This is an optimization exercise on Yosys and OpenROAD, whose aim is small area, a short achievable clock period and few clock cycles, not a production implementation.
Where RTL was checked, it was by simulation tests only, not by an equivalence proof against the original.
No functional check of the RTL was part of run 2.
Power is estimated from default activity; no workload was simulated.

==> flow/design.v <==
`timescale 1ns / 1ps
`default_nettype none
package uavol_pkg;
  localparam int VOLUME_STEPS = 101;
  localparam int GAIN_IDX_W   = $clog2(VOLUME_STEPS);
  localparam int GAIN_W       = 30;
  localparam int GAIN_SHIFT   = 29;
  localparam logic [1:0] CFG_RESOLUTION   = 2'd0;
  localparam logic [1:0] CFG_LEFT_VOLUME  = 2'd1;
  localparam logic [1:0] CFG_RIGHT_VOLUME = 2'd2;
  localparam logic [1:0] RES_16   = 2'd0;
  localparam logic [1:0] RES_24   = 2'd1;
  localparam logic [1:0] RES_32   = 2'd2;
  localparam logic [1:0] RES_NONE = 2'd3;
  typedef logic [GAIN_W-1:0] gain_t;
  function automatic gain_t gain_table(input logic [GAIN_IDX_W-1:0] idx);
    gain_t g;
    case (idx)
      7'd0: g = 30'h20000000;
      7'd1: g = 30'h1c8520af;
      7'd2: g = 30'h196b230b;
      7'd3: g = 30'h16a77dea;
      7'd4: g = 30'h1430cd74;
      7'd5: g = 30'h11feb33c;
      7'd6: g = 30'h1009b9cf;
      7'd7: g = 30'h0e4b3b63;
      7'd8: g = 30'h0cbd4b3f;
      7'd9: g = 30'h0b5aa19b;
      7'd10: g = 30'h0a1e89b1;
      7'd11: g = 30'h0904d1bd;
      7'd12: g = 30'h0809bcc3;
      7'd13: g = 30'h0729f5d9;
      7'd14: g = 30'h066284d5;
      7'd15: g = 30'h05b0c438;
      7'd16: g = 30'h05125831;
      7'd17: g = 30'h04852697;
      7'd18: g = 30'h04074fcb;
      7'd19: g = 30'h03972853;
      7'd20: g = 30'h03333333;
      7'd21: g = 30'h02da1cde;
      7'd22: g = 30'h028ab6b4;
      7'd23: g = 30'h0243f2fd;
      7'd24: g = 30'h0204e158;
      7'd25: g = 30'h01ccab86;
      7'd26: g = 30'h019a9294;
      7'd27: g = 30'h016dec56;
      7'd28: g = 30'h0146211f;
      7'd29: g = 30'h0122a9c2;
      7'd30: g = 30'h01030dc4;
      7'd31: g = 30'h00e6e1c6;
      7'd32: g = 30'h00cdc613;
      7'd33: g = 30'h00b76562;
      7'd34: g = 30'h00a373ae;
      7'd35: g = 30'h0091ad38;
      7'd36: g = 30'h0081d59e;
      7'd37: g = 30'h0073b70f;
      7'd38: g = 30'h00672194;
      7'd39: g = 30'h005bea6e;
      7'd40: g = 30'h0051eb85;
      7'd41: g = 30'h004902e3;
      7'd42: g = 30'h00411245;
      7'd43: g = 30'h0039feb2;
      7'd44: g = 30'h0033b022;
      7'd45: g = 30'h002e1127;
      7'd46: g = 30'h00290ea8;
      7'd47: g = 30'h002497a2;
      7'd48: g = 30'h00209ce9;
      7'd49: g = 30'h001d10f9;
      7'd50: g = 30'h0019e7c6;
      7'd51: g = 30'h00171693;
      7'd52: g = 30'h001493ce;
      7'd53: g = 30'h001256f0;
      7'd54: g = 30'h0010585e;
      7'd55: g = 30'h000e9152;
      7'd56: g = 30'h000cfbc3;
      7'd57: g = 30'h000b924e;
      7'd58: g = 30'h000a5028;
      7'd59: g = 30'h0009310b;
      7'd60: g = 30'h00083126;
      7'd61: g = 30'h00074d16;
      7'd62: g = 30'h000681d3;
      7'd63: g = 30'h0005ccab;
      7'd64: g = 30'h00052b36;
      7'd65: g = 30'h00049b50;
      7'd66: g = 30'h00041b10;
      7'd67: g = 30'h0003a8c3;
      7'd68: g = 30'h000342e4;
      7'd69: g = 30'h0002e818;
      7'd70: g = 30'h0002972d;
      7'd71: g = 30'h00024f0e;
      7'd72: g = 30'h00020ec7;
      7'd73: g = 30'h0001d57e;
      7'd74: g = 30'h0001a26f;
      7'd75: g = 30'h000174ee;
      7'd76: g = 30'h00014c60;
      7'd77: g = 30'h0001283b;
      7'd78: g = 30'h00010804;
      7'd79: g = 30'h0000eb4d;
      7'd80: g = 30'h0000d1b7;
      7'd81: g = 30'h0000bae8;
      7'd82: g = 30'h0000a695;
      7'd83: g = 30'h00009477;
      7'd84: g = 30'h00008452;
      7'd85: g = 30'h000075ee;
      7'd86: g = 30'h0000691b;
      7'd87: g = 30'h00005dad;
      7'd88: g = 30'h0000537d;
      7'd89: g = 30'h00004a68;
      7'd90: g = 30'h00004251;
      7'd91: g = 30'h00003b1b;
      7'd92: g = 30'h000034ad;
      7'd93: g = 30'h00002ef3;
      7'd94: g = 30'h000029d7;
      7'd95: g = 30'h0000254b;
      7'd96: g = 30'h0000213c;
      7'd97: g = 30'h00001d9f;
      7'd98: g = 30'h00001a66;
      7'd99: g = 30'h00001787;
      7'd100: g = 30'h000014f8;
      default: g = 30'h000014f8;
    endcase
    gain_table = g;
  endfunction
  function automatic logic [GAIN_IDX_W-1:0] gain_index_hi(input logic [7:0] hi);
    case (hi)
      8'd0: gain_index_hi = 7'd0;
      8'd1: gain_index_hi = 7'd0;
      8'd2: gain_index_hi = 7'd0;
      8'd3: gain_index_hi = 7'd0;
      8'd4: gain_index_hi = 7'd0;
      8'd5: gain_index_hi = 7'd0;
      8'd6: gain_index_hi = 7'd0;
      8'd7: gain_index_hi = 7'd0;
      8'd8: gain_index_hi = 7'd0;
      8'd9: gain_index_hi = 7'd0;
      8'd10: gain_index_hi = 7'd0;
      8'd11: gain_index_hi = 7'd0;
      8'd12: gain_index_hi = 7'd0;
      8'd13: gain_index_hi = 7'd0;
      8'd14: gain_index_hi = 7'd0;
      8'd15: gain_index_hi = 7'd0;
      8'd16: gain_index_hi = 7'd0;
      8'd17: gain_index_hi = 7'd0;
      8'd18: gain_index_hi = 7'd0;
      8'd19: gain_index_hi = 7'd0;
      8'd20: gain_index_hi = 7'd0;
      8'd21: gain_index_hi = 7'd0;
      8'd22: gain_index_hi = 7'd0;
      8'd23: gain_index_hi = 7'd0;
      8'd24: gain_index_hi = 7'd0;
      8'd25: gain_index_hi = 7'd0;
      8'd26: gain_index_hi = 7'd0;
      8'd27: gain_index_hi = 7'd0;
      8'd28: gain_index_hi = 7'd0;
      8'd29: gain_index_hi = 7'd0;
      8'd30: gain_index_hi = 7'd0;
      8'd31: gain_index_hi = 7'd0;
      8'd32: gain_index_hi = 7'd0;
      8'd33: gain_index_hi = 7'd0;
      8'd34: gain_index_hi = 7'd0;
      8'd35: gain_index_hi = 7'd0;
      8'd36: gain_index_hi = 7'd0;
      8'd37: gain_index_hi = 7'd0;
      8'd38: gain_index_hi = 7'd0;
      8'd39: gain_index_hi = 7'd0;
      8'd40: gain_index_hi = 7'd0;
      8'd41: gain_index_hi = 7'd0;
      8'd42: gain_index_hi = 7'd0;
      8'd43: gain_index_hi = 7'd0;
      8'd44: gain_index_hi = 7'd0;
      8'd45: gain_index_hi = 7'd0;
      8'd46: gain_index_hi = 7'd0;
      8'd47: gain_index_hi = 7'd0;
      8'd48: gain_index_hi = 7'd0;
      8'd49: gain_index_hi = 7'd0;
      8'd50: gain_index_hi = 7'd0;
      8'd51: gain_index_hi = 7'd0;
      8'd52: gain_index_hi = 7'd0;
      8'd53: gain_index_hi = 7'd0;
      8'd54: gain_index_hi = 7'd0;
      8'd55: gain_index_hi = 7'd0;
      8'd56: gain_index_hi = 7'd0;
      8'd57: gain_index_hi = 7'd0;
      8'd58: gain_index_hi = 7'd0;
      8'd59: gain_index_hi = 7'd0;
      8'd60: gain_index_hi = 7'd0;
      8'd61: gain_index_hi = 7'd0;
      8'd62: gain_index_hi = 7'd0;
      8'd63: gain_index_hi = 7'd0;
      8'd64: gain_index_hi = 7'd0;
      8'd65: gain_index_hi = 7'd0;
      8'd66: gain_index_hi = 7'd0;
      8'd67: gain_index_hi = 7'd0;
      8'd68: gain_index_hi = 7'd0;
      8'd69: gain_index_hi = 7'd0;
      8'd70: gain_index_hi = 7'd0;
      8'd71: gain_index_hi = 7'd0;
      8'd72: gain_index_hi = 7'd0;
      8'd73: gain_index_hi = 7'd0;
      8'd74: gain_index_hi = 7'd0;
      8'd75: gain_index_hi = 7'd0;
      8'd76: gain_index_hi = 7'd0;
      8'd77: gain_index_hi = 7'd0;
      8'd78: gain_index_hi = 7'd0;
      8'd79: gain_index_hi = 7'd0;
      8'd80: gain_index_hi = 7'd0;
      8'd81: gain_index_hi = 7'd0;
      8'd82: gain_index_hi = 7'd0;
      8'd83: gain_index_hi = 7'd0;
      8'd84: gain_index_hi = 7'd0;
      8'd85: gain_index_hi = 7'd0;
      8'd86: gain_index_hi = 7'd0;
      8'd87: gain_index_hi = 7'd0;
      8'd88: gain_index_hi = 7'd0;
      8'd89: gain_index_hi = 7'd0;
      8'd90: gain_index_hi = 7'd0;
      8'd91: gain_index_hi = 7'd0;
      8'd92: gain_index_hi = 7'd0;
      8'd93: gain_index_hi = 7'd0;
      8'd94: gain_index_hi = 7'd0;
      8'd95: gain_index_hi = 7'd0;
      8'd96: gain_index_hi = 7'd0;
      8'd97: gain_index_hi = 7'd0;
      8'd98: gain_index_hi = 7'd0;
      8'd99: gain_index_hi = 7'd0;
      8'd100: gain_index_hi = 7'd0;
      8'd101: gain_index_hi = 7'd0;
      8'd102: gain_index_hi = 7'd0;
      8'd103: gain_index_hi = 7'd0;
      8'd104: gain_index_hi = 7'd0;
      8'd105: gain_index_hi = 7'd0;
      8'd106: gain_index_hi = 7'd0;
      8'd107: gain_index_hi = 7'd0;
      8'd108: gain_index_hi = 7'd0;
      8'd109: gain_index_hi = 7'd0;
      8'd110: gain_index_hi = 7'd0;
      8'd111: gain_index_hi = 7'd0;
      8'd112: gain_index_hi = 7'd0;
      8'd113: gain_index_hi = 7'd0;
      8'd114: gain_index_hi = 7'd0;
      8'd115: gain_index_hi = 7'd0;
      8'd116: gain_index_hi = 7'd0;
      8'd117: gain_index_hi = 7'd0;
      8'd118: gain_index_hi = 7'd0;
      8'd119: gain_index_hi = 7'd0;
      8'd120: gain_index_hi = 7'd0;
      8'd121: gain_index_hi = 7'd0;
      8'd122: gain_index_hi = 7'd0;
      8'd123: gain_index_hi = 7'd0;
      8'd124: gain_index_hi = 7'd0;
      8'd125: gain_index_hi = 7'd0;
      8'd126: gain_index_hi = 7'd0;
      8'd127: gain_index_hi = 7'd0;
      8'd128: gain_index_hi = 7'd100;
      8'd129: gain_index_hi = 7'd100;
      8'd130: gain_index_hi = 7'd100;
      8'd131: gain_index_hi = 7'd100;
      8'd132: gain_index_hi = 7'd100;
      8'd133: gain_index_hi = 7'd100;
      8'd134: gain_index_hi = 7'd100;
      8'd135: gain_index_hi = 7'd100;
      8'd136: gain_index_hi = 7'd100;
      8'd137: gain_index_hi = 7'd100;
      8'd138: gain_index_hi = 7'd100;
      8'd139: gain_index_hi = 7'd100;
      8'd140: gain_index_hi = 7'd100;
      8'd141: gain_index_hi = 7'd100;
      8'd142: gain_index_hi = 7'd100;
      8'd143: gain_index_hi = 7'd100;
      8'd144: gain_index_hi = 7'd100;
      8'd145: gain_index_hi = 7'd100;
      8'd146: gain_index_hi = 7'd100;
      8'd147: gain_index_hi = 7'd100;
      8'd148: gain_index_hi = 7'd100;
      8'd149: gain_index_hi = 7'd100;
      8'd150: gain_index_hi = 7'd100;
      8'd151: gain_index_hi = 7'd100;
      8'd152: gain_index_hi = 7'd100;
      8'd153: gain_index_hi = 7'd100;
      8'd154: gain_index_hi = 7'd100;
      8'd155: gain_index_hi = 7'd100;
      8'd156: gain_index_hi = 7'd99;
      8'd157: gain_index_hi = 7'd98;
      8'd158: gain_index_hi = 7'd97;
      8'd159: gain_index_hi = 7'd96;
      8'd160: gain_index_hi = 7'd95;
      8'd161: gain_index_hi = 7'd94;
      8'd162: gain_index_hi = 7'd93;
      8'd163: gain_index_hi = 7'd92;
      8'd164: gain_index_hi = 7'd91;
      8'd165: gain_index_hi = 7'd90;
      8'd166: gain_index_hi = 7'd89;
      8'd167: gain_index_hi = 7'd88;
      8'd168: gain_index_hi = 7'd87;
      8'd169: gain_index_hi = 7'd86;
      8'd170: gain_index_hi = 7'd85;
      8'd171: gain_index_hi = 7'd84;
      8'd172: gain_index_hi = 7'd83;
      8'd173: gain_index_hi = 7'd82;
      8'd174: gain_index_hi = 7'd81;
      8'd175: gain_index_hi = 7'd80;
      8'd176: gain_index_hi = 7'd79;
      8'd177: gain_index_hi = 7'd78;
      8'd178: gain_index_hi = 7'd77;
      8'd179: gain_index_hi = 7'd76;
      8'd180: gain_index_hi = 7'd75;
      8'd181: gain_index_hi = 7'd74;
      8'd182: gain_index_hi = 7'd73;
      8'd183: gain_index_hi = 7'd72;
      8'd184: gain_index_hi = 7'd71;
      8'd185: gain_index_hi = 7'd70;
      8'd186: gain_index_hi = 7'd69;
      8'd187: gain_index_hi = 7'd68;
      8'd188: gain_index_hi = 7'd67;
      8'd189: gain_index_hi = 7'd66;
      8'd190: gain_index_hi = 7'd65;
      8'd191: gain_index_hi = 7'd64;
      8'd192: gain_index_hi = 7'd63;
      8'd193: gain_index_hi = 7'd62;
      8'd194: gain_index_hi = 7'd61;
      8'd195: gain_index_hi = 7'd60;
      8'd196: gain_index_hi = 7'd59;
      8'd197: gain_index_hi = 7'd58;
      8'd198: gain_index_hi = 7'd57;
      8'd199: gain_index_hi = 7'd56;
      8'd200: gain_index_hi = 7'd55;
      8'd201: gain_index_hi = 7'd54;
      8'd202: gain_index_hi = 7'd53;
      8'd203: gain_index_hi = 7'd52;
      8'd204: gain_index_hi = 7'd51;
      8'd205: gain_index_hi = 7'd50;
      8'd206: gain_index_hi = 7'd49;
      8'd207: gain_index_hi = 7'd48;
      8'd208: gain_index_hi = 7'd47;
      8'd209: gain_index_hi = 7'd46;
      8'd210: gain_index_hi = 7'd45;
      8'd211: gain_index_hi = 7'd44;
      8'd212: gain_index_hi = 7'd43;
      8'd213: gain_index_hi = 7'd42;
      8'd214: gain_index_hi = 7'd41;
      8'd215: gain_index_hi = 7'd40;
      8'd216: gain_index_hi = 7'd39;
      8'd217: gain_index_hi = 7'd38;
      8'd218: gain_index_hi = 7'd37;
      8'd219: gain_index_hi = 7'd36;
      8'd220: gain_index_hi = 7'd35;
      8'd221: gain_index_hi = 7'd34;
      8'd222: gain_index_hi = 7'd33;
      8'd223: gain_index_hi = 7'd32;
      8'd224: gain_index_hi = 7'd31;
      8'd225: gain_index_hi = 7'd30;
      8'd226: gain_index_hi = 7'd29;
      8'd227: gain_index_hi = 7'd28;
      8'd228: gain_index_hi = 7'd27;
      8'd229: gain_index_hi = 7'd26;
      8'd230: gain_index_hi = 7'd25;
      8'd231: gain_index_hi = 7'd24;
      8'd232: gain_index_hi = 7'd23;
      8'd233: gain_index_hi = 7'd22;
      8'd234: gain_index_hi = 7'd21;
      8'd235: gain_index_hi = 7'd20;
      8'd236: gain_index_hi = 7'd19;
      8'd237: gain_index_hi = 7'd18;
      8'd238: gain_index_hi = 7'd17;
      8'd239: gain_index_hi = 7'd16;
      8'd240: gain_index_hi = 7'd15;
      8'd241: gain_index_hi = 7'd14;
      8'd242: gain_index_hi = 7'd13;
      8'd243: gain_index_hi = 7'd12;
      8'd244: gain_index_hi = 7'd11;
      8'd245: gain_index_hi = 7'd10;
      8'd246: gain_index_hi = 7'd9;
      8'd247: gain_index_hi = 7'd8;
      8'd248: gain_index_hi = 7'd7;
      8'd249: gain_index_hi = 7'd6;
      8'd250: gain_index_hi = 7'd5;
      8'd251: gain_index_hi = 7'd4;
      8'd252: gain_index_hi = 7'd3;
      8'd253: gain_index_hi = 7'd2;
      8'd254: gain_index_hi = 7'd1;
      8'd255: gain_index_hi = 7'd0;
      default: gain_index_hi = 7'd0;
    endcase
  endfunction
  function automatic logic [GAIN_IDX_W-1:0] gain_index_hi_z(input logic [7:0] hi);
    case (hi)
      8'd0: gain_index_hi_z = 7'd0;
      8'd1: gain_index_hi_z = 7'd0;
      8'd2: gain_index_hi_z = 7'd0;
      8'd3: gain_index_hi_z = 7'd0;
      8'd4: gain_index_hi_z = 7'd0;
      8'd5: gain_index_hi_z = 7'd0;
      8'd6: gain_index_hi_z = 7'd0;
      8'd7: gain_index_hi_z = 7'd0;
      8'd8: gain_index_hi_z = 7'd0;
      8'd9: gain_index_hi_z = 7'd0;
      8'd10: gain_index_hi_z = 7'd0;
      8'd11: gain_index_hi_z = 7'd0;
      8'd12: gain_index_hi_z = 7'd0;
      8'd13: gain_index_hi_z = 7'd0;
      8'd14: gain_index_hi_z = 7'd0;
      8'd15: gain_index_hi_z = 7'd0;
      8'd16: gain_index_hi_z = 7'd0;
      8'd17: gain_index_hi_z = 7'd0;
      8'd18: gain_index_hi_z = 7'd0;
      8'd19: gain_index_hi_z = 7'd0;
      8'd20: gain_index_hi_z = 7'd0;
      8'd21: gain_index_hi_z = 7'd0;
      8'd22: gain_index_hi_z = 7'd0;
      8'd23: gain_index_hi_z = 7'd0;
      8'd24: gain_index_hi_z = 7'd0;
      8'd25: gain_index_hi_z = 7'd0;
      8'd26: gain_index_hi_z = 7'd0;
      8'd27: gain_index_hi_z = 7'd0;
      8'd28: gain_index_hi_z = 7'd0;
      8'd29: gain_index_hi_z = 7'd0;
      8'd30: gain_index_hi_z = 7'd0;
      8'd31: gain_index_hi_z = 7'd0;
      8'd32: gain_index_hi_z = 7'd0;
      8'd33: gain_index_hi_z = 7'd0;
      8'd34: gain_index_hi_z = 7'd0;
      8'd35: gain_index_hi_z = 7'd0;
      8'd36: gain_index_hi_z = 7'd0;
      8'd37: gain_index_hi_z = 7'd0;
      8'd38: gain_index_hi_z = 7'd0;
      8'd39: gain_index_hi_z = 7'd0;
      8'd40: gain_index_hi_z = 7'd0;
      8'd41: gain_index_hi_z = 7'd0;
      8'd42: gain_index_hi_z = 7'd0;
      8'd43: gain_index_hi_z = 7'd0;
      8'd44: gain_index_hi_z = 7'd0;
      8'd45: gain_index_hi_z = 7'd0;
      8'd46: gain_index_hi_z = 7'd0;
      8'd47: gain_index_hi_z = 7'd0;
      8'd48: gain_index_hi_z = 7'd0;
      8'd49: gain_index_hi_z = 7'd0;
      8'd50: gain_index_hi_z = 7'd0;
      8'd51: gain_index_hi_z = 7'd0;
      8'd52: gain_index_hi_z = 7'd0;
      8'd53: gain_index_hi_z = 7'd0;
      8'd54: gain_index_hi_z = 7'd0;
      8'd55: gain_index_hi_z = 7'd0;
      8'd56: gain_index_hi_z = 7'd0;
      8'd57: gain_index_hi_z = 7'd0;
      8'd58: gain_index_hi_z = 7'd0;
      8'd59: gain_index_hi_z = 7'd0;
      8'd60: gain_index_hi_z = 7'd0;
      8'd61: gain_index_hi_z = 7'd0;
      8'd62: gain_index_hi_z = 7'd0;
      8'd63: gain_index_hi_z = 7'd0;
      8'd64: gain_index_hi_z = 7'd0;
      8'd65: gain_index_hi_z = 7'd0;
      8'd66: gain_index_hi_z = 7'd0;
      8'd67: gain_index_hi_z = 7'd0;
      8'd68: gain_index_hi_z = 7'd0;
      8'd69: gain_index_hi_z = 7'd0;
      8'd70: gain_index_hi_z = 7'd0;
      8'd71: gain_index_hi_z = 7'd0;
      8'd72: gain_index_hi_z = 7'd0;
      8'd73: gain_index_hi_z = 7'd0;
      8'd74: gain_index_hi_z = 7'd0;
      8'd75: gain_index_hi_z = 7'd0;
      8'd76: gain_index_hi_z = 7'd0;
      8'd77: gain_index_hi_z = 7'd0;
      8'd78: gain_index_hi_z = 7'd0;
      8'd79: gain_index_hi_z = 7'd0;
      8'd80: gain_index_hi_z = 7'd0;
      8'd81: gain_index_hi_z = 7'd0;
      8'd82: gain_index_hi_z = 7'd0;
      8'd83: gain_index_hi_z = 7'd0;
      8'd84: gain_index_hi_z = 7'd0;
      8'd85: gain_index_hi_z = 7'd0;
      8'd86: gain_index_hi_z = 7'd0;
      8'd87: gain_index_hi_z = 7'd0;
      8'd88: gain_index_hi_z = 7'd0;
      8'd89: gain_index_hi_z = 7'd0;
      8'd90: gain_index_hi_z = 7'd0;
      8'd91: gain_index_hi_z = 7'd0;
      8'd92: gain_index_hi_z = 7'd0;
      8'd93: gain_index_hi_z = 7'd0;
      8'd94: gain_index_hi_z = 7'd0;
      8'd95: gain_index_hi_z = 7'd0;
      8'd96: gain_index_hi_z = 7'd0;
      8'd97: gain_index_hi_z = 7'd0;
      8'd98: gain_index_hi_z = 7'd0;
      8'd99: gain_index_hi_z = 7'd0;
      8'd100: gain_index_hi_z = 7'd0;
      8'd101: gain_index_hi_z = 7'd0;
      8'd102: gain_index_hi_z = 7'd0;
      8'd103: gain_index_hi_z = 7'd0;
      8'd104: gain_index_hi_z = 7'd0;
      8'd105: gain_index_hi_z = 7'd0;
      8'd106: gain_index_hi_z = 7'd0;
      8'd107: gain_index_hi_z = 7'd0;
      8'd108: gain_index_hi_z = 7'd0;
      8'd109: gain_index_hi_z = 7'd0;
      8'd110: gain_index_hi_z = 7'd0;
      8'd111: gain_index_hi_z = 7'd0;
      8'd112: gain_index_hi_z = 7'd0;
      8'd113: gain_index_hi_z = 7'd0;
      8'd114: gain_index_hi_z = 7'd0;
      8'd115: gain_index_hi_z = 7'd0;
      8'd116: gain_index_hi_z = 7'd0;
      8'd117: gain_index_hi_z = 7'd0;
      8'd118: gain_index_hi_z = 7'd0;
      8'd119: gain_index_hi_z = 7'd0;
      8'd120: gain_index_hi_z = 7'd0;
      8'd121: gain_index_hi_z = 7'd0;
      8'd122: gain_index_hi_z = 7'd0;
      8'd123: gain_index_hi_z = 7'd0;
      8'd124: gain_index_hi_z = 7'd0;
      8'd125: gain_index_hi_z = 7'd0;
      8'd126: gain_index_hi_z = 7'd0;
      8'd127: gain_index_hi_z = 7'd0;
      8'd128: gain_index_hi_z = 7'd100;
      8'd129: gain_index_hi_z = 7'd100;
      8'd130: gain_index_hi_z = 7'd100;
      8'd131: gain_index_hi_z = 7'd100;
      8'd132: gain_index_hi_z = 7'd100;
      8'd133: gain_index_hi_z = 7'd100;
      8'd134: gain_index_hi_z = 7'd100;
      8'd135: gain_index_hi_z = 7'd100;
      8'd136: gain_index_hi_z = 7'd100;
      8'd137: gain_index_hi_z = 7'd100;
      8'd138: gain_index_hi_z = 7'd100;
      8'd139: gain_index_hi_z = 7'd100;
      8'd140: gain_index_hi_z = 7'd100;
      8'd141: gain_index_hi_z = 7'd100;
      8'd142: gain_index_hi_z = 7'd100;
      8'd143: gain_index_hi_z = 7'd100;
      8'd144: gain_index_hi_z = 7'd100;
      8'd145: gain_index_hi_z = 7'd100;
      8'd146: gain_index_hi_z = 7'd100;
      8'd147: gain_index_hi_z = 7'd100;
      8'd148: gain_index_hi_z = 7'd100;
      8'd149: gain_index_hi_z = 7'd100;
      8'd150: gain_index_hi_z = 7'd100;
      8'd151: gain_index_hi_z = 7'd100;
      8'd152: gain_index_hi_z = 7'd100;
      8'd153: gain_index_hi_z = 7'd100;
      8'd154: gain_index_hi_z = 7'd100;
      8'd155: gain_index_hi_z = 7'd100;
      8'd156: gain_index_hi_z = 7'd100;
      8'd157: gain_index_hi_z = 7'd99;
      8'd158: gain_index_hi_z = 7'd98;
      8'd159: gain_index_hi_z = 7'd97;
      8'd160: gain_index_hi_z = 7'd96;
      8'd161: gain_index_hi_z = 7'd95;
      8'd162: gain_index_hi_z = 7'd94;
      8'd163: gain_index_hi_z = 7'd93;
      8'd164: gain_index_hi_z = 7'd92;
      8'd165: gain_index_hi_z = 7'd91;
      8'd166: gain_index_hi_z = 7'd90;
      8'd167: gain_index_hi_z = 7'd89;
      8'd168: gain_index_hi_z = 7'd88;
      8'd169: gain_index_hi_z = 7'd87;
      8'd170: gain_index_hi_z = 7'd86;
      8'd171: gain_index_hi_z = 7'd85;
      8'd172: gain_index_hi_z = 7'd84;
      8'd173: gain_index_hi_z = 7'd83;
      8'd174: gain_index_hi_z = 7'd82;
      8'd175: gain_index_hi_z = 7'd81;
      8'd176: gain_index_hi_z = 7'd80;
      8'd177: gain_index_hi_z = 7'd79;
      8'd178: gain_index_hi_z = 7'd78;
      8'd179: gain_index_hi_z = 7'd77;
      8'd180: gain_index_hi_z = 7'd76;
      8'd181: gain_index_hi_z = 7'd75;
      8'd182: gain_index_hi_z = 7'd74;
      8'd183: gain_index_hi_z = 7'd73;
      8'd184: gain_index_hi_z = 7'd72;
      8'd185: gain_index_hi_z = 7'd71;
      8'd186: gain_index_hi_z = 7'd70;
      8'd187: gain_index_hi_z = 7'd69;
      8'd188: gain_index_hi_z = 7'd68;
      8'd189: gain_index_hi_z = 7'd67;
      8'd190: gain_index_hi_z = 7'd66;
      8'd191: gain_index_hi_z = 7'd65;
      8'd192: gain_index_hi_z = 7'd64;
      8'd193: gain_index_hi_z = 7'd63;
      8'd194: gain_index_hi_z = 7'd62;
      8'd195: gain_index_hi_z = 7'd61;
      8'd196: gain_index_hi_z = 7'd60;
      8'd197: gain_index_hi_z = 7'd59;
      8'd198: gain_index_hi_z = 7'd58;
      8'd199: gain_index_hi_z = 7'd57;
      8'd200: gain_index_hi_z = 7'd56;
      8'd201: gain_index_hi_z = 7'd55;
      8'd202: gain_index_hi_z = 7'd54;
      8'd203: gain_index_hi_z = 7'd53;
      8'd204: gain_index_hi_z = 7'd52;
      8'd205: gain_index_hi_z = 7'd51;
      8'd206: gain_index_hi_z = 7'd50;
      8'd207: gain_index_hi_z = 7'd49;
      8'd208: gain_index_hi_z = 7'd48;
      8'd209: gain_index_hi_z = 7'd47;
      8'd210: gain_index_hi_z = 7'd46;
      8'd211: gain_index_hi_z = 7'd45;
      8'd212: gain_index_hi_z = 7'd44;
      8'd213: gain_index_hi_z = 7'd43;
      8'd214: gain_index_hi_z = 7'd42;
      8'd215: gain_index_hi_z = 7'd41;
      8'd216: gain_index_hi_z = 7'd40;
      8'd217: gain_index_hi_z = 7'd39;
      8'd218: gain_index_hi_z = 7'd38;
      8'd219: gain_index_hi_z = 7'd37;
      8'd220: gain_index_hi_z = 7'd36;
      8'd221: gain_index_hi_z = 7'd35;
      8'd222: gain_index_hi_z = 7'd34;
      8'd223: gain_index_hi_z = 7'd33;
      8'd224: gain_index_hi_z = 7'd32;
      8'd225: gain_index_hi_z = 7'd31;
      8'd226: gain_index_hi_z = 7'd30;
      8'd227: gain_index_hi_z = 7'd29;
      8'd228: gain_index_hi_z = 7'd28;
      8'd229: gain_index_hi_z = 7'd27;
      8'd230: gain_index_hi_z = 7'd26;
      8'd231: gain_index_hi_z = 7'd25;
      8'd232: gain_index_hi_z = 7'd24;
      8'd233: gain_index_hi_z = 7'd23;
      8'd234: gain_index_hi_z = 7'd22;
      8'd235: gain_index_hi_z = 7'd21;
      8'd236: gain_index_hi_z = 7'd20;
      8'd237: gain_index_hi_z = 7'd19;
      8'd238: gain_index_hi_z = 7'd18;
      8'd239: gain_index_hi_z = 7'd17;
      8'd240: gain_index_hi_z = 7'd16;
      8'd241: gain_index_hi_z = 7'd15;
      8'd242: gain_index_hi_z = 7'd14;
      8'd243: gain_index_hi_z = 7'd13;
      8'd244: gain_index_hi_z = 7'd12;
      8'd245: gain_index_hi_z = 7'd11;
      8'd246: gain_index_hi_z = 7'd10;
      8'd247: gain_index_hi_z = 7'd9;
      8'd248: gain_index_hi_z = 7'd8;
      8'd249: gain_index_hi_z = 7'd7;
      8'd250: gain_index_hi_z = 7'd6;
      8'd251: gain_index_hi_z = 7'd5;
      8'd252: gain_index_hi_z = 7'd4;
      8'd253: gain_index_hi_z = 7'd3;
      8'd254: gain_index_hi_z = 7'd2;
      8'd255: gain_index_hi_z = 7'd1;
      default: gain_index_hi_z = 7'd0;
    endcase
  endfunction
  function automatic logic [GAIN_IDX_W-1:0] gain_index(input logic [15:0] vol);
    gain_index = (vol[7:0] == 8'd0) ? gain_index_hi_z(vol[15:8]) : gain_index_hi(vol[15:8]);
  endfunction
endpackage
`default_nettype wire
`timescale 1ns / 1ps
`default_nettype none
module uavol_unpack (
  input  wire logic                 clk,
  input  wire logic                 rst_n,
  input  wire logic                 in_valid,
  input  wire logic                 in_stall,
  input  wire logic [7:0]           in_data_byte,
  input  wire logic                 in_last_byte,
  input  wire logic                 cfg_wr_en,
  input  wire logic [1:0]           cfg_index,
  input  wire logic [15:0]          cfg_data,
  output logic                      emit,         
  output logic                      emit_here,    
  output logic                      e_acc,
  output logic                      l_acc,
  output logic                      e_no,
  output logic                      l_no,
  output logic [31:0]               frm_left,
  output logic [31:0]               frm_right,
  output logic                      frm_last,
  output logic [1:0]                frm_res_l,    
  output logic [1:0]                frm_res_r,
  output logic [6:0]                idx_l,        
  output logic [6:0]                idx_r
);
  logic [1:0]  res_r, res_nxt;
  logic [6:0]  idx_l_r, idx_r_r;
  logic [6:0]  cfg_idx;
  logic [2:0]  byte_pos_r, byte_pos_nxt;
  logic [23:0] partial_r, partial_nxt;
  logic [31:0] held_left_r, held_left_nxt;
  logic [1:0]  held_res_r, held_res_nxt;
  logic        accept;
  logic        unsupported;
  logic [1:0]  k;
  logic        second;
  logic        sample_done;
  logic [2:0]  pos_inc;
  logic [31:0] w_join;
  logic [31:0] w_sample;
  function automatic logic [6:0] pos_decode(input logic [1:0] res, input logic [2:0] p);
    case ({res, p})
      5'd0 : pos_decode = {2'd0, 1'b0, 1'b0, 3'd1};
      5'd1 : pos_decode = {2'd1, 1'b0, 1'b1, 3'd2};
      5'd2 : pos_decode = {2'd0, 1'b1, 1'b0, 3'd3};
      5'd3 : pos_decode = {2'd1, 1'b1, 1'b1, 3'd0};
      5'd4 : pos_decode = {2'd0, 1'b0, 1'b0, 3'd1};
      5'd5 : pos_decode = {2'd0, 1'b0, 1'b0, 3'd1};
      5'd6 : pos_decode = {2'd0, 1'b0, 1'b0, 3'd1};
      5'd7 : pos_decode = {2'd0, 1'b0, 1'b0, 3'd1};
      5'd8 : pos_decode = {2'd0, 1'b0, 1'b0, 3'd1};
      5'd9 : pos_decode = {2'd1, 1'b0, 1'b0, 3'd2};
      5'd10: pos_decode = {2'd2, 1'b0, 1'b1, 3'd3};
      5'd11: pos_decode = {2'd0, 1'b1, 1'b0, 3'd4};
      5'd12: pos_decode = {2'd1, 1'b1, 1'b0, 3'd5};
      5'd13: pos_decode = {2'd2, 1'b1, 1'b1, 3'd0};
      5'd14: pos_decode = {2'd0, 1'b0, 1'b0, 3'd1};
      5'd15: pos_decode = {2'd0, 1'b0, 1'b0, 3'd1};
      5'd16: pos_decode = {2'd0, 1'b0, 1'b0, 3'd1};
      5'd17: pos_decode = {2'd1, 1'b0, 1'b0, 3'd2};
      5'd18: pos_decode = {2'd2, 1'b0, 1'b0, 3'd3};
      5'd19: pos_decode = {2'd3, 1'b0, 1'b1, 3'd4};
      5'd20: pos_decode = {2'd0, 1'b1, 1'b0, 3'd5};
      5'd21: pos_decode = {2'd1, 1'b1, 1'b0, 3'd6};
      5'd22: pos_decode = {2'd2, 1'b1, 1'b0, 3'd7};
      5'd23: pos_decode = {2'd3, 1'b1, 1'b1, 3'd0};
      default: pos_decode = {2'd0, 1'b0, 1'b0, 3'd0};   
    endcase
  endfunction
  assign accept = in_valid && !in_stall;
  always_comb begin
    res_nxt = res_r;
    if (cfg_wr_en && cfg_index == uavol_pkg::CFG_RESOLUTION) res_nxt = cfg_data[1:0];
  end
  assign cfg_idx = uavol_pkg::gain_index(cfg_data);
  always_ff @(posedge clk) begin
    if (!rst_n) begin
      res_r   <= uavol_pkg::RES_16;
      idx_l_r <= '0;
      idx_r_r <= '0;
    end else begin
      res_r <= res_nxt;
      if (cfg_wr_en && cfg_index == uavol_pkg::CFG_LEFT_VOLUME)  idx_l_r <= cfg_idx;
      if (cfg_wr_en && cfg_index == uavol_pkg::CFG_RIGHT_VOLUME) idx_r_r <= cfg_idx;
    end
  end
  always_comb begin
    unsupported = (res_r == uavol_pkg::RES_NONE);
    {k, second, sample_done, pos_inc} = pos_decode(res_r, byte_pos_r);
    w_join      = {8'd0, partial_r} | ({24'd0, in_data_byte} << {k, 3'd0});
    w_sample    = w_join;
    emit_here   = !unsupported && sample_done && second;
    emit        = accept && emit_here;
  end
  always_comb begin
    byte_pos_nxt  = byte_pos_r;
    partial_nxt   = partial_r;
    held_left_nxt = held_left_r;
    held_res_nxt  = held_res_r;
    if (accept) begin
      byte_pos_nxt = pos_inc;
      if (unsupported || sample_done || in_last_byte) begin
        partial_nxt = '0;
      end else if (k == 2'd0) begin
        partial_nxt = {16'd0, in_data_byte};
      end else begin
        partial_nxt = partial_r | ({16'd0, in_data_byte} << {k, 3'd0});
      end
      if (!unsupported && sample_done && !second) begin
        held_left_nxt = w_sample;
        held_res_nxt  = res_r;
      end
      if (in_last_byte) begin
        byte_pos_nxt = 3'd0;
      end
    end
  end
  always_ff @(posedge clk) begin
    if (!rst_n) begin
      byte_pos_r  <= '0;
      partial_r   <= '0;
      held_left_r <= '0;
      held_res_r  <= '0;
    end else begin
      byte_pos_r  <= byte_pos_nxt;
      partial_r   <= partial_nxt;
      held_left_r <= held_left_nxt;
      held_res_r  <= held_res_nxt;
    end
  end
  function automatic logic ends_frame(input logic [1:0] res, input logic [2:0] p);
    ends_frame = res != uavol_pkg::RES_NONE && p == {res, 1'b1} + 3'd2;
  endfunction
  function automatic logic ends_left(input logic [1:0] res, input logic [2:0] p);
    ends_left = res != uavol_pkg::RES_NONE && p == {1'b0, res} + 3'd1;
  endfunction
  logic res_wr;
  always_comb begin
    res_wr = cfg_wr_en && cfg_index == uavol_pkg::CFG_RESOLUTION;
    e_acc  = !in_last_byte && (res_wr ? pos_inc[0] && pos_inc[2:1] != 2'd0
                                      : ends_frame(res_r, pos_inc));
    l_acc  = !in_last_byte && (res_wr ? pos_inc[2] == 1'b0 && pos_inc[1:0] != 2'd0
                                      : ends_left(res_r, pos_inc));
    e_no   = res_wr ? byte_pos_r[0] && byte_pos_r[2:1] != 2'd0  : ends_frame(res_r, byte_pos_r);
    l_no   = res_wr ? byte_pos_r[2] == 1'b0 && byte_pos_r[1:0] != 2'd0 : ends_left(res_r, byte_pos_r);
  end
  assign frm_res_l  = held_res_r;
  assign frm_res_r  = res_r;
  assign frm_left   = held_left_r;
  assign frm_right  = w_sample;
  assign frm_last   = in_last_byte;
  assign idx_l      = idx_l_r;
  assign idx_r      = idx_r_r;
endmodule
`default_nettype wire
`timescale 1ns / 1ps
`default_nettype none
module uavol_scale (
  input  wire logic               clk,
  input  wire logic               rst_n,
  input  wire logic               load,
  input  wire logic [31:0]        frm_left,
  input  wire logic [31:0]        frm_right,
  input  wire logic               frm_last,
  input  wire logic [1:0]         frm_res_l,
  input  wire logic [1:0]         frm_res_r,
  input  wire logic [6:0]         idx_l,
  input  wire logic [6:0]         idx_r,
  output logic                    free_ahead,
  output logic                    held_free_ahead,
  output logic                    out_valid,
  input  wire logic               out_stall,
  output logic signed [31:0]      out_left_sample,
  output logic signed [31:0]      out_right_sample,
  output logic                    out_last_frame
);
  logic                  full_r, full_nxt;
  logic                  first_r;               
  logic [2:0]            rem_l_r;               
  logic [2:0]            rem_r_r;
  logic [1:0]            pos_l_r;               
  logic [8:0]            top_l_r;               
  logic [31:0]           buf_r_r;
  logic [6:0]            idx_r_r;               
  uavol_pkg::gain_t      gain_r;                
  logic [11:0]           dig_r;                 
  logic                  last_r;
  logic                  out_valid_r, out_valid_nxt;
  logic [31:0]           out_left_r;
  logic                  out_last_r;
  logic                  hold;
  logic                  step;
  logic                  step_l, step_r;
  logic                  switch;
  logic                  done;
  uavol_pkg::gain_t      rom_gain;
  logic [8:0]            left_window;
  function automatic logic [2:0] booth(input logic [2:0] b);
    booth = {b[2], (b[2] & ~b[1] & ~b[0]) | (~b[2] & b[1] & b[0]), b[1] ^ b[0]};
  endfunction
  function automatic logic [11:0] booth4(input logic [8:0] w);
    booth4 = {booth(w[8:6]), booth(w[6:4]), booth(w[4:2]), booth(w[2:0])};
  endfunction
  function automatic logic [31:0] urow(input logic [2:0] d, input uavol_pkg::gain_t g);
    logic [30:0] m;
    m    = ({31{d[0]}} & {1'b0, g}) | ({31{d[1]}} & {g, 1'b0});
    urow = {~d[2], m ^ {31{d[2]}}};
  endfunction
  function automatic logic [79:0] mac(input logic [39:0] s, input logic [39:0] c,
                                      input logic n3, input logic first,
                                      input logic [11:0] d, input uavol_pkg::gain_t g);
    logic [39:0] sh, ch, u0, u1, u2, u3, s1a, c1a, s1b, c1b, s2, c2, so, co;
    logic [9:0]  low;
    logic [1:0]  c8;
    low = {2'b0, s[7:0]} + {2'b0, c[7:0]} + {3'b0, n3, 6'b0};
    c8  = first ? 2'b0 : low[9:8];
    sh  = first ? 40'h0080000000 : {8'b0, s[39:8]};
    ch  = first ? 40'h0 : {8'b0, c[39:8]};
    u0  = {8'b01010101, urow(d[2:0], g)};
    u1  = {6'b0, urow(d[5:3], g), c8[1], d[2]};
    u2  = {4'b0, urow(d[8:6], g), 1'b0, d[5], 2'b0};
    u3  = {2'b0, urow(d[11:9], g), 1'b0, d[8], 4'b0};
    s1a = u0 ^ u1 ^ u2;
    c1a = {(u0[38:0] & u1[38:0] | u0[38:0] & u2[38:0] | u1[38:0] & u2[38:0]), c8[0]};
    s1b = u3 ^ sh ^ ch;
    c1b = {(u3[38:0] & sh[38:0] | u3[38:0] & ch[38:0] | sh[38:0] & ch[38:0]), 1'b0};
    s2  = s1a ^ c1a ^ s1b;
    c2  = {(s1a[38:0] & c1a[38:0] | s1a[38:0] & s1b[38:0] | c1a[38:0] & s1b[38:0]), 1'b0};
    so  = s2 ^ c2 ^ c1b;
    co  = {(s2[38:0] & c2[38:0] | s2[38:0] & c1b[38:0] | c2[38:0] & c1b[38:0]), 1'b0};
    mac = {so, co};
  endfunction
  logic [39:0] sum_r, car_r;        
  logic        n3_r;
  logic        pend_l_r, pend_r_r;   
  logic [31:0] out_right_r;
  logic [36:0] result;
  assign result = sum_r[36:0] + car_r[36:0] + {30'd0, n3_r, 6'd0};
  logic last_pos;     
  logic boundary;     
  logic freeze;       
  logic pend_last_r;  
  logic        b_occ_r;
  logic [31:0] b_right_r;
  logic [8:0]  b_byte0_r, b_top_r;
  logic [6:0]  b_idx_l_r, b_idx_r_r;
  logic        b_last_r;
  logic [1:0]  b_res_l_r, b_res_r_r;
  logic        cur_free;     
  logic        cur_load;     
  logic        b_write;      
  logic [31:0] src_right;
  logic [8:0]  src_byte0, src_top;
  logic [6:0]  src_idx_r;
  logic        src_last;
  logic [1:0]  src_res_l, src_res_r;
  logic [8:0]  new_top;
  assign last_pos = rem_l_r == 3'd0 && rem_r_r == 3'd1;
  assign boundary = !full_r || last_pos;
  assign hold     = out_valid_r && out_stall;
  assign freeze   = hold && (pend_l_r || pend_r_r);
  assign step     = full_r && !freeze;
  assign step_l   = step && rem_l_r != 3'd0;
  assign step_r   = step && rem_l_r == 3'd0;
  assign switch   = step_l && rem_l_r == 3'd1;
  assign done     = step && last_pos;
  assign cur_free = !full_r || done;
  assign cur_load = cur_free && (b_occ_r || load);
  assign b_write  = load && (b_occ_r || !cur_free);
  always_comb begin
    case (frm_res_l)
      2'd0:    new_top = frm_left[15:7];
      2'd1:    new_top = frm_left[23:15];
      default: new_top = frm_left[31:23];
    endcase
    src_right = b_occ_r ? b_right_r : frm_right;
    src_byte0 = b_occ_r ? b_byte0_r : {frm_left[7:0], 1'b0};
    src_top   = b_occ_r ? b_top_r   : new_top;
    src_idx_r = b_occ_r ? b_idx_r_r : idx_r;
    src_last  = b_occ_r ? b_last_r  : frm_last;
    src_res_l = b_occ_r ? b_res_l_r : frm_res_l;
    src_res_r = b_occ_r ? b_res_r_r : frm_res_r;
  end
  always_comb begin
    full_nxt      = cur_load || (full_r && !done);
    out_valid_nxt = pend_r_r || hold;
  end
  always_comb begin
    logic       full_a, b_a, pl_a, pr_a, sure;
    logic [2:0] rl_a, rr_a;
    if (cur_free && b_occ_r) begin
      full_a = 1'b1;
      b_a    = 1'b0;
      rl_a   = {1'b0, b_res_l_r} + 3'd2;
      rr_a   = {1'b0, b_res_r_r} + 3'd2;
    end else begin
      full_a = full_r && !done;
      b_a    = b_occ_r;
      rl_a   = step_l ? rem_l_r - 3'd1 : rem_l_r;
      rr_a   = step_r ? rem_r_r - 3'd1 : rem_r_r;
    end
    pl_a   = freeze ? pend_l_r : switch;
    pr_a   = freeze ? pend_r_r : done;
    sure   = !((pl_a || pr_a) && out_valid_nxt);
    free_ahead      = !b_a || (full_a && rl_a == 3'd0 && rr_a == 3'd1 && sure);
    held_free_ahead = (!full_a || rl_a <= 3'd2 || (rl_a == 3'd3 && sure)) &&
                      !(b_a && b_res_l_r != 2'd0);
  end
  always_comb begin
    left_window = pos_l_r[1] ? frm_left[23:15] : frm_left[15:7];
  end
  assign rom_gain = uavol_pkg::gain_table((full_r && rem_l_r == 3'd1) ? idx_r_r :
                                          (b_occ_r ? b_idx_l_r : idx_l));
  always_ff @(posedge clk) begin
    if (!rst_n) begin
      full_r      <= 1'b0;
      out_valid_r <= 1'b0;
      pend_l_r    <= 1'b0;
      pend_r_r    <= 1'b0;
      b_occ_r     <= 1'b0;
    end else begin
      if (b_write)                 b_occ_r <= 1'b1;
      else if (cur_free && b_occ_r) b_occ_r <= 1'b0;
      full_r      <= full_nxt;
      out_valid_r <= out_valid_nxt;
      if (!freeze) begin
        pend_l_r <= switch;
        pend_r_r <= done;
      end
    end
  end
  always_ff @(posedge clk) begin
    if (cur_load || step_l) rem_l_r <= boundary ? {1'b0, src_res_l} + 3'd2 : rem_l_r - 3'd1;
    if (cur_load || step_r) rem_r_r <= boundary ? {1'b0, src_res_r} + 3'd2 : rem_r_r - 3'd1;
    if (cur_load || step_l) pos_l_r <= boundary ? 2'd1 : pos_l_r + 2'd1;
    if (cur_load || step_r) buf_r_r <= boundary ? src_right : {8'd0, buf_r_r[31:8]};
    if (cur_load) begin
      idx_r_r <= src_idx_r;
      last_r  <= src_last;
      top_l_r <= src_top;
    end
    if (b_write) begin
      b_right_r <= frm_right;
      b_byte0_r <= {frm_left[7:0], 1'b0};
      b_top_r   <= new_top;
      b_idx_l_r <= idx_l;
      b_idx_r_r <= idx_r;
      b_last_r  <= frm_last;
      b_res_l_r <= frm_res_l;
      b_res_r_r <= frm_res_r;
    end
    if (!full_r || !freeze && (rem_l_r == 3'd1 || last_pos)) gain_r <= rom_gain;
    if (cur_load || step) begin
      if (boundary)              dig_r <= booth4(src_byte0);
      else if (rem_l_r == 3'd1)  dig_r <= booth4({buf_r_r[7:0], 1'b0});
      else if (rem_l_r == 3'd2)  dig_r <= booth4(top_l_r);
      else if (rem_l_r != 3'd0)  dig_r <= booth4(left_window);
      else                       dig_r <= booth4(buf_r_r[15:7]);
      first_r <= boundary || rem_l_r == 3'd1;
    end
    if (step) begin
      {sum_r, car_r} <= mac(sum_r, car_r, n3_r, first_r, dig_r, gain_r);
      n3_r           <= dig_r[11];
    end
    if (pend_l_r && !hold) out_left_r  <= result[36:5];
    if (pend_r_r && !hold) begin
      out_right_r <= result[36:5];
      out_last_r  <= pend_last_r;
    end
    if (done) pend_last_r <= last_r;
  end
  assign out_valid        = out_valid_r;
  assign out_left_sample  = out_left_r;
  assign out_right_sample = out_right_r;
  assign out_last_frame   = out_last_r;
endmodule
`default_nettype wire
`timescale 1ns / 1ps
`default_nettype none
module usb_audio_unpack_volume (
  input  wire logic               clk,
  input  wire logic               rst_n,
  input  wire logic               in_valid,
  output logic                    in_stall,
  input  wire logic [7:0]         in_data_byte,
  input  wire logic               in_last_byte,
  output logic                    out_valid,
  input  wire logic               out_stall,
  output logic signed [31:0]      out_left_sample,
  output logic signed [31:0]      out_right_sample,
  output logic                    out_last_frame,
  input  wire logic               cfg_wr_en,
  input  wire logic [1:0]         cfg_index,
  input  wire logic [15:0]        cfg_data
);
  logic             in_stall_r;
  logic             emit;
  logic             emit_here;
  logic             e_acc, l_acc, e_no, l_no;
  logic             free_ahead;
  logic             held_free_ahead;
  logic             accept;
  logic [31:0]      frm_left;
  logic [31:0]      frm_right;
  logic             frm_last;
  logic [1:0]       frm_res_l;
  logic [1:0]       frm_res_r;
  logic [6:0]       idx_l;
  logic [6:0]       idx_r;
  always_ff @(posedge clk) begin
    if (!rst_n) begin
      in_stall_r <= 1'b0;
    end else begin
      if (accept) in_stall_r <= !emit_here && (e_acc && !free_ahead || l_acc && !held_free_ahead);
      else        in_stall_r <= e_no && !free_ahead || l_no && !held_free_ahead;
    end
  end
  assign in_stall = in_stall_r;
  assign accept   = in_valid && !in_stall_r;
  uavol_unpack u_unpack (
    .clk          (clk),
    .rst_n        (rst_n),
    .in_valid     (in_valid),
    .in_stall     (in_stall_r),
    .in_data_byte (in_data_byte),
    .in_last_byte (in_last_byte),
    .cfg_wr_en    (cfg_wr_en),
    .cfg_index    (cfg_index),
    .cfg_data     (cfg_data),
    .emit         (emit),
    .emit_here    (emit_here),
    .e_acc        (e_acc),
    .l_acc        (l_acc),
    .e_no         (e_no),
    .l_no         (l_no),
    .frm_left     (frm_left),
    .frm_right    (frm_right),
    .frm_last     (frm_last),
    .frm_res_l    (frm_res_l),
    .frm_res_r    (frm_res_r),
    .idx_l        (idx_l),
    .idx_r        (idx_r)
  );
  uavol_scale u_scale (
    .clk              (clk),
    .rst_n            (rst_n),
    .load             (emit),
    .frm_left         (frm_left),
    .frm_right        (frm_right),
    .frm_last         (frm_last),
    .frm_res_l        (frm_res_l),
    .frm_res_r        (frm_res_r),
    .idx_l            (idx_l),
    .idx_r            (idx_r),
    .free_ahead       (free_ahead),
    .held_free_ahead  (held_free_ahead),
    .out_valid        (out_valid),
    .out_stall        (out_stall),
    .out_left_sample  (out_left_sample),
    .out_right_sample (out_right_sample),
    .out_last_frame   (out_last_frame)
  );
endmodule
`default_nettype wire
==> flow/flow/run.sh <==
#!/bin/bash
set -euo pipefail
bash standard.sh SETUP_SLACK_MARGIN=7 "BUFFER_PORTS_ARGS=-buffer_cell sky130_fd_sc_hd__buf_1" finish > standard_make.log 2>&1
==> flow/standard.sh <==
#!/bin/bash
# synth_recipe.tcl (not shown) runs the flow's synth.tcl, then flattens the netlist and writes it again
# the make line also repeats each setting of config.mk as NAME=value (left out here)
make -C /OpenROAD-flow-scripts/flow DESIGN_CONFIG=/design/flow/config.mk WORK_HOME=/design/flow/orfs CLKGATE_MAP_FILE= SYNTH_SCRIPT=/design/flow/synth_recipe.tcl "${@:-finish}"
==> flow/config.mk <==
export PLATFORM = sky130hd
export DESIGN_NAME = usb_audio_unpack_volume
export DESIGN_NICKNAME = usb_audio_unpack_volume
export VERILOG_FILES = /design/flow/design.v
export SDC_FILE = /design/flow/constraint.sdc
export NUM_CORES = 4
export LEC_CHECK = 0
export CAP_MARGIN = 20
export CORE_MARGIN = 2
export CORE_UTILIZATION = 40
export SETUP_SLACK_MARGIN = 5
export SLEW_MARGIN = 20
==> flow/constraint.sdc <==
create_clock -name core_clock -period 10.0 [get_ports {clk}]
set_input_delay 2.0000 -clock core_clock [delete_from_list [all_inputs] [get_ports {clk}]]
set_output_delay 2.0000 -clock core_clock [all_outputs]
set_load 0.01 [all_outputs]
==> results of run 1 <==
layer usage:
metal / vias to the layer above / track usage, % / part of all wire [%]
li1: 10280 / - / -
met1: 11070 / 29.12 / 39
met2: 1004 / 40.80 / 49
met3: 233 / 3.409 / 7.3
met4: 2 / 9.482 / 4.5
met5: - / 0 / 0.010
area by class of cell:
type / instances / area (sq um) / area share (%)
multi-input combinational: 2011 / 16510 / 48.52
sequential: 391 / 10930 / 32.10
timing repair buffer: 324 / 3129 / 9.194
clock buffer: 62 / 1241 / 3.647
tap: 873 / 1092 / 3.209
inverter: 187 / 734.5 / 2.158
clock inverter: 24 / 399.1 / 1.173
worst reg2reg max path: stages (launching register included):
cell	delay [ns]
edfxtp_1	0.42
ha_1	0.32
ha_1	0.33
or3_1	0.40
a31oi_2	0.28
a311oi_2	0.08
o21ai_2	0.09
buf_6	0.15
o211ai_1	0.09
buf_4	0.18
a31o_4	0.25
a21oi_4	0.16
xnor2_2	0.08
flip-flops by register name, summed over array words and instances (netlist names), 3 cells and up:
signal / flops
u_scale.b_byte0_r: 8
u_scale.b_idx_l_r: 7
u_scale.b_idx_r_r: 7
u_scale.b_right_r: 32
u_scale.b_top_r: 9
u_scale.buf_r_r: 32
u_scale.car_r: 37
u_scale.dig_r: 12
u_scale.gain_r: 30
u_scale.idx_r_r: 7
u_scale.out_left_r: 32
u_scale.out_right_r: 32
u_scale.rem_l_r: 3
u_scale.rem_r_r: 3
u_scale.sum_r: 36
u_scale.top_l_r: 9
u_unpack.byte_pos_r: 3
u_unpack.held_left_r: 32
u_unpack.idx_l_r: 7
u_unpack.idx_r_r: 7
u_unpack.partial_r: 24
synthesized netlist by cell type (all sizes together), types with 34 or more instances:
library cell	n
a211oi	34
a21oi	220
a22oi	119
buf	67
clkbuf	151
dfxtp	83
edfxtp	308
fa	121
ha	118
inv	187
mux2i	75
nand2	282
nor2	237
nor3	50
o211ai	41
o21ai	138
xnor2	159
xor2	36
per-stage QoR:
| stage | hold WS [ns] | area (sq um) | worst slack [ns] |
|---|---|---|---|
| floorplan | 0.4003 | 27510 | 6.216 |
| global placement | 0.4170 | 28230 | 5.929 |
| detailed placement | 0.4277 | 28240 | 5.912 |
| CTS | 0.4443 | 31810 | 6.854 |
| global route | 0.4403 | 34040 | 6.817 |
| finish | 0.4357 | 34040 | 6.895 |
power by group through the flow:
stage / combinational (mW) / clock [mW] / sequential [mW]
final: 0.626 / 1.82 / 1.84
after global routing: 0.704 / 1.92 / 1.84
after floorplan: 0.411 / 0 / 1.84
after global placement: 0.531 / 0 / 1.87
after CTS: 0.578 / 1.86 / 1.84
after detailed placement: 0.547 / 0 / 1.88
what timing repair did:
action                                 CTS  global route
endpoints found under the hold margin    0             0
buffers inserted                        98            76
pin swaps                               54           144
hold buffers                             0             0
setup endpoints to repair              457           387
resized for setup                      197           292
cloned                                  10            20
path summary, 6_finish.rpt:
kind / from / endpoint / slack (ns) / cells after the start
setup reg to reg: u_scale.car_r[16] / u_scale.out_left_r[31] / 6.91 / 12
setup / recovery: u_scale.out_last_r / out_last_frame / 6.90 / 1
hold / removal: u_scale.last_r / u_scale.pend_last_r / 0.44 / 0
hold reg to reg: u_scale.last_r / u_scale.pend_last_r / 0.44 / 0
logic make-up (layout without fill, tap and decap cells):
| family | Yosys count | in the layout |
|---|---|---|
| buffers and inverters | 405 | 597 |
| adders and majority gates | 239 | 239 |
| AOI/OAI and AO/OA | 741 | 745 |
| xor gates and xnor gates | 195 | 195 |
| muxes | 102 | 102 |
| and+or+nand+nor | 725 | 730 |
| DFF | 391 | 391 |
==> results.txt, run 1 <==
* Outcome: no timing/DRC/antenna violations
* Filler cells at 6026
* Buf/Inv on CP at 1
* Vias at about 23000
* Slew @ Worst Pin at approximately 0.93 ns
* Initial antenna violation count at 1
* Worst endpoint required time at approximately 8 ns
* Post-Syn Area at 27190 sq um
* Total grt overflow at 0
* Max-cap violation count at 0
* Max FO, Critical Path at 1
* Inserted Diodes at 0
* Xor and xnor fraction of the mapped netlist area at approximately 6.3%
* Synth Warn # at 3
* Gate power share at 14.6%
* Final setup viols at 0
* Adder-Cell Fraction of Synth Area at 14.34%
* P_sw at 1.127 mW
* Syn Area/Cell at 9.719 sq um
* CP max-delay cell: edfxtp_1
* Post-layout nets at 3232
* Power per Cell Area at 125.9 nW/um^2
* Dpl hpwl at 54.84 mm
* Number of global-route vias before repair at 21980
* CTS tree: done
* F_max at about 320 MHz
* Final max-slew violation count at 0
* Worst-skew pair later-pin latency at 0.61 ns
* Synth async-reset ratio at 0%
* Reg power frac at 43.0%
* Clk buf depth at 3
* Largest family of logic cells by synthesized area: compound AO/OA/AOI/OAI gates
* Initial DRC count at 2265
* DRC Markers at 0
* Clk pwr share at a little over two fifths
* CTS Sinks at 391
* Total internal power at 3.158 mW
* Period Utilization, post-route at between 30% and 40%
* DRT Pass-1 Iters at 7
* DP Cell Count at about 3600
* Drt via density at 5.833
* Gate Count Post-Synth at 2798
* Arr. time, crit path at roughly 1.1 ns
* Compound-cell area share of the yosys netlist at 17.38%
* Final WL at ~89 mm
* Leak pwr at approximately 13 nW
* Relative slew slack at 37.86%
* I/O Buffers at about 100
* EDFF count, synth at 308
* Post-Synth Simple-Gate Area at 11.91%
* Top delay family on crit path: flip-flops
* Die Footprint at 70080 sq um
* Post-synthesis mux area share at 4.058%
* Crit-path max cell delay at 0.37 ns
* Setup CP Type: flip-flop to primary output
* RSZ-0062 raised after global routing: true
* Final Skew at 0.02452 ns
* CTS root buf: clkbuf_16
* Initial Utilization at 40.42%
* First-pass GRT wire length at 129.0 mm
* Worst VDD drop at between 0.1 and 0.15 mV
* CTS buffer count at 46
* Post-route ant nets at 0
* Hold Fails Final Rpt at 0
* Share of cells above drive strength 1 at 23.61%
* Fin cells at 3872
* Std cell rows at 95
* Die height at 264.7 microns
* Final Util at 50.59%
* # H-tree levels at 2
* Worst Hold Class: flip-flop to flip-flop
* Post-synth top area share at 34.01%
* Total Power at 4.285 mW
* Synth area leaders: edfxtp_1, fa_1, dfxtp_1, ha_1, xnor2_1
* Sw Ratio at 26.30%
* Largest net degree at the start of global routing at roughly 80
* Commonest cells after routing, fill and taps aside: edfxtp_1, nand2_1, nor2_1, a21oi_1, inv_1
* Synthesized flop and latch total at 391
* Seq/Total Area, Yosys at 40.12%
* Crit. End Element: primary output
* Clk slew on worst S/H paths at 0.06 ns
* Routability Congestion at 1.006
* Cell Chain, Critical Path: clkbuf_2
* Wire per inst at between 20 and 25 microns
* CORE AREA at slightly below 70000 sq um
* Ys flop type: edfxtp_1
* Crit path time final at 3.105 ns
* Cell accounting for the most synthesized area: edfxtp_1
* Die width at 264.7 microns
* Area grow syn2layout at 25.16%
* Final TNS setup at 0 ns
* Startpoint Class: flip-flop
* Syn_nets at approximately 3100
* Overall Global Routing Usage at 23.40%
* Num ports at 99
* Synth unique cells at 76
* Most common cell after layout, fill and taps aside: edfxtp_1
Testbench counts, summed over its fixed seeds: cycles 19,044.
==> run 2, diff against run 1 <==
--- a/flow/design.v
+++ b/flow/design.v
@@ -869,15 +869,15 @@
     ch  = first ? 40'h0 : {8'b0, c[39:8]};
     u0  = {8'b01010101, urow(d[2:0], g)};
-    u1  = {6'b0, urow(d[5:3], g), c8[1], d[2]};
+    u1  = {6'b0, urow(d[5:3], g), 1'b0, d[2]};
     u2  = {4'b0, urow(d[8:6], g), 1'b0, d[5], 2'b0};
     u3  = {2'b0, urow(d[11:9], g), 1'b0, d[8], 4'b0};
     s1a = u0 ^ u1 ^ u2;
-    c1a = {(u0[38:0] & u1[38:0] | u0[38:0] & u2[38:0] | u1[38:0] & u2[38:0]), c8[0]};
+    c1a = {(u0[38:0] & u1[38:0] | u0[38:0] & u2[38:0] | u1[38:0] & u2[38:0]), 1'b0};
     s1b = u3 ^ sh ^ ch;
-    c1b = {(u3[38:0] & sh[38:0] | u3[38:0] & ch[38:0] | sh[38:0] & ch[38:0]), 1'b0};
+    c1b = {(u3[38:0] & sh[38:0] | u3[38:0] & ch[38:0] | sh[38:0] & ch[38:0]), c8[0]};
     s2  = s1a ^ c1a ^ s1b;
-    c2  = {(s1a[38:0] & c1a[38:0] | s1a[38:0] & s1b[38:0] | c1a[38:0] & s1b[38:0]), 1'b0};
+    c2  = {(s1a[38:0] & c1a[38:0] | s1a[38:0] & s1b[38:0] | c1a[38:0] & s1b[38:0]), c8[1]};
     so  = s2 ^ c2 ^ c1b;
-    co  = {(s2[38:0] & c2[38:0] | s2[38:0] & c1b[38:0] | c2[38:0] & c1b[38:0]), 1'b0};
+    co  = {(s2[38:0] & c2[38:0] | s2[38:0] & c1b[38:0] | c2[38:0] & c1b[38:0]), c8[1]};
     mac = {so, co};
   endfunction
==> flow/flow/run.sh (replaced) <==
#!/bin/bash
set -euo pipefail
bash standard.sh SETUP_SLACK_MARGIN=6.5 "BUFFER_PORTS_ARGS=-buffer_cell sky130_fd_sc_hd__buf_1" finish > standard_make.log 2>&1
--- a/flow/config.mk
+++ b/flow/config.mk
@@ -9,4 +9,6 @@
 export CORE_MARGIN = 2
 export CORE_UTILIZATION = 40
+export CTS_BUF_LIST = sky130_fd_sc_hd__clkbuf_8
+export CTS_CLUSTER_SIZE = 30
 export SETUP_SLACK_MARGIN = 5
 export SLEW_MARGIN = 20
==> results.txt, run 2 <==
* First-pass GRT wire length at 122.5 mm (-5.0%)
* Gate Count Post-Synth at 2827 (+1.0%)
* Number of global-route vias before repair at 21400 (-2.6%)
* DRT Pass-1 Iters at 6 (-1)
* Pre-CTS setup slack at 5.523 ns (-0.3891 ns)
* Initial DRC count at 2388 (+5.4%)
* Total grt overflow at 0 (unchanged)
* Seq/Total Area, Yosys at 39.76% (-0.36 points)
* Wire per inst at 20.77 microns (-9.4%)
* FF-to-FF Start: u_scale.n3_r
* Min-Delay Endpoint: u_scale.pend_last_r
* Crit path time final at 3.402 ns (+0.2978 ns)
* Num ports at 99 (unchanged)
* F_max at 293.9 MHz (-8.8%)
* Ys flop type: edfxtp_1
* Overall Global Routing Usage at 21.89% (-1.5 points)
* Syn_nets at 3108 (+1.3%)
* Post-layout nets at 3120 (-3.5%)
* Crit-path max cell delay at 0.43 ns (+0.06 ns)
* Most frequent cells after synthesis: edfxtp_1, nand2_1, inv_1
* EDFF count, synth at 312 (+1.3%)
* Vias at 21630 (-4.3%)
* Synth unique cells at 84 (+11%)
* Most common cell after layout, fill and taps aside: edfxtp_1
* DRC Markers at 0 (unchanged)
* Top delay family on crit path: compound AO/OA/AOI/OAI gates
* Final setup viols at 0 (unchanged)
* Post-Syn Area at 27750 sq um (+2.0%)
* Die height at 267.4 microns (+1.0%)
* Synth Warn # at 3 (unchanged)
* Buf/Inv on CP at 1 (unchanged)
* Initial antenna violation count at 1 (unchanged)
* Startpoint Class: flip-flop
* Total Power at 4.090 mW (-4.6%)
* Drt via density at 5.645 (-3.2%)
* Worst hold start: u_scale.last_r
* R2R depth at 11 (-1)
* # H-tree levels at 3 (+1)
* Slew @ Worst Pin at 1.135 ns (+0.2027 ns)
* Max reg flops at 39 (+5.4%)
* Worst hold stages at 0 (unchanged)
* CP max-delay cell: fa_1
* Cell depth of the worst setup path at 11 (+10)
* Final Util at 45.01% (-5.6 points)
* Power per Cell Area at 132.5 nW/um^2 (+5.2%)
* RSZ-0062 raised after global routing: true
* Worst endpoint required time at 10.40 ns (+2.40 ns)
* Post-route ant nets at 0 (unchanged)
* Fin cells at 3831 (-1.1%)
* Commonest cells after routing, fill and taps aside: edfxtp_1, nand2_1, inv_1, a21oi_1, nor2_1
* Final WL at 79.57 mm (-10%)
* Syn Area/Cell at 9.814 sq um (+0.98%)
* Cell accounting for the most synthesized area: edfxtp_1
* Std cell rows at 96 (+1.1%)
* Initial Utilization at 40.45% (about the same)
* Clk buf depth at 3 (unchanged)
* Synthesized flop and latch total at 395 (+1.0%)
* Die width at 267.4 microns (+1.0%)
* Share of cells above drive strength 1 at 9.245% (-14 points)
* DP Cell Count at 3660 (+2.2%)
* Arr. time, crit path at 3.80 ns (+2.70 ns)
* Post-route worst setup slack at 6.598 ns (-0.2978 ns)
* Routability Congestion at 0.9759 (-3.0%)
* Area grow syn2layout at 11.27%
* Relative slew slack at 24.33% (-14 points)
* Synth area leaders: edfxtp_1, fa_1, dfxtp_1, ha_1, xnor2_1
* Crit. End Element: flip-flop
* Filler cells at 6525 (+8.3%)
* Setup CP Type: flip-flop to flip-flop
* Worst R2R End: u_scale.out_right_r[22]
* Cell Chain, Critical Path: buf_4, fa_1, ha_1, nand4_1, a2111oi_4, nor3_2, a21o_1, a211oi_4, nand2b_4, a31oi_1, xnor2_1
* Final TNS setup at 0 ns (unchanged)
* CORE AREA at 68590 sq um (+1.9%)
* Worst VDD drop at 0.1012 mV (-23%)
* Final max-slew violation count at 0 (unchanged)
* CTS tree: done
* Leak pwr at 11.62 nW (-10%)
* Hold Fails Final Rpt at 0 (unchanged)
* Die Footprint at 71490 sq um (+2.0%)
* Clk slew on worst S/H paths at 0.06 ns (about the same)
* Dpl cell area at 28660 sq um (+1.5%)
* Largest net degree at the start of global routing at 85 (+9.0%)
* I/O Buffers at 98 (unchanged)
* Post-synth top area share at 33.77% (-0.24 points)
* Worst Hold Class: flip-flop to flip-flop
* Hold WS at 0.4202 ns (-0.01548 ns)
* Period Utilization, post-route at 34.02% (+3.0 points)
* Worst-skew pair later-pin latency at 0.70 ns (+0.09 ns)
* CTS buffer count at 73 (+59%)
* CTS root buf: clkbuf_8
* CTS Sinks at 395 (+1.0%)
* Outcome: no timing/DRC/antenna violations
* R2r setup slk at 6.60 ns (-0.31 ns)
* Design area at 30870 sq um (-9.3%)
* Max-cap violation count at 0 (unchanged)
* Synth async-reset ratio at 0% (unchanged)
* Max FO, Critical Path at 6 (+5)
* Dpl hpwl at 54.51 mm (-0.60%)
* Most frequent cell after synthesis: edfxtp_1
* Final Skew at 0.05168 ns (+0.02716 ns)
## run 2: worst max-delay path by stage
stage | startpoint | end | slack, ns
3_3_place_gp | u_scale.rem_l_r[1] | u_scale.gain_r[17] | 5.64
2_1_floorplan | out_stall | in_stall_r | 5.64
4_1_cts | u_scale.rem_l_r[1] | u_scale.gain_r[17] | 6.42
5_1_grt | u_scale.rem_l_r[1] | u_scale.gain_r[5] | 6.47
3_5_place_dp | u_scale.rem_l_r[1] | u_scale.gain_r[17] | 5.52
6_report | u_scale.n3_r | u_scale.out_right_r[22] | 6.60
## run 2: what timing repair did
item	4_1_cts	5_1_grt
hold buffers	0	0
buffers inserted	9	23
setup endpoints to repair	255	193
gates cloned	2	1
pin swaps	0	4
gates resized for setup	32	39
## run 2: logic make-up after synthesis
kind of cell    Yosys count  share of synthesized area, %
simple gates            731                         12.12
mux                      98                         3.702
fa+ha+maj               250                         14.62
flops                   395                         39.76
buf+inv                 424                         6.187
xor+xnor                190                         5.998
compound gates          739                         17.61
## run 2: cell type report
type	instances	area, sq um	share of cell area [%]
Clock buffer	74	1018	3.299
Clock inverter	61	556.8	1.804
Inverter	204	783.3	2.537
Sequential cell	395	11030	35.74
Tap cell	931	1165	3.773
Antenna cell	1	2.502	0.008106
Multi-Input combinational cell	2009	15370	49.78
Timing Repair Buffer	156	943.4	3.056
## run 2: per-layer routing
metal / part of all wire, % / track usage (%) / routed length, microns / up-vias
li1: - / - / - / 10060
met1: 42 / 28.19 / 33450 / 10480
met2: 47 / 36.33 / 37540 / 855
met3: 6.6 / 3.751 / 5226 / 231
met4: 4.2 / 9.186 / 3350 / 0
met5: 0 / 0 / 0 / -
## run 2: power by group
group	total (mW)	switching (mW)	internal (mW)
combinational	0.526	0.314	0.213
sequential	1.86	0.0428	1.82
clock	1.70	0.756	0.945
total	4.09	1.11	2.98

separate check: timing with driven ports:
Ports are ideal in the flow. The routed layouts listed here were re-timed in OpenROAD.
Step 1: set_driving_cell puts a clkbuf_16 on clk and a buf_2 on each other input, an assumption about the parent block.
Step 2, shift: input delay + t, output delay - t, t = (earliest + latest rising clock arrival at the registers) / 2. This alone moves slack from input paths to output paths.
a / b / c = no drivers / after step 1 / after step 2; a / b = the first two.
run | shift t [ns] | setup slack, ns
run 1 | 0.665 | 6.895 / 6.832 / 6.228
run 2 | 0.730 | 6.598 / 6.598 / 6.044
After both steps setup and hold are still met in every run listed.
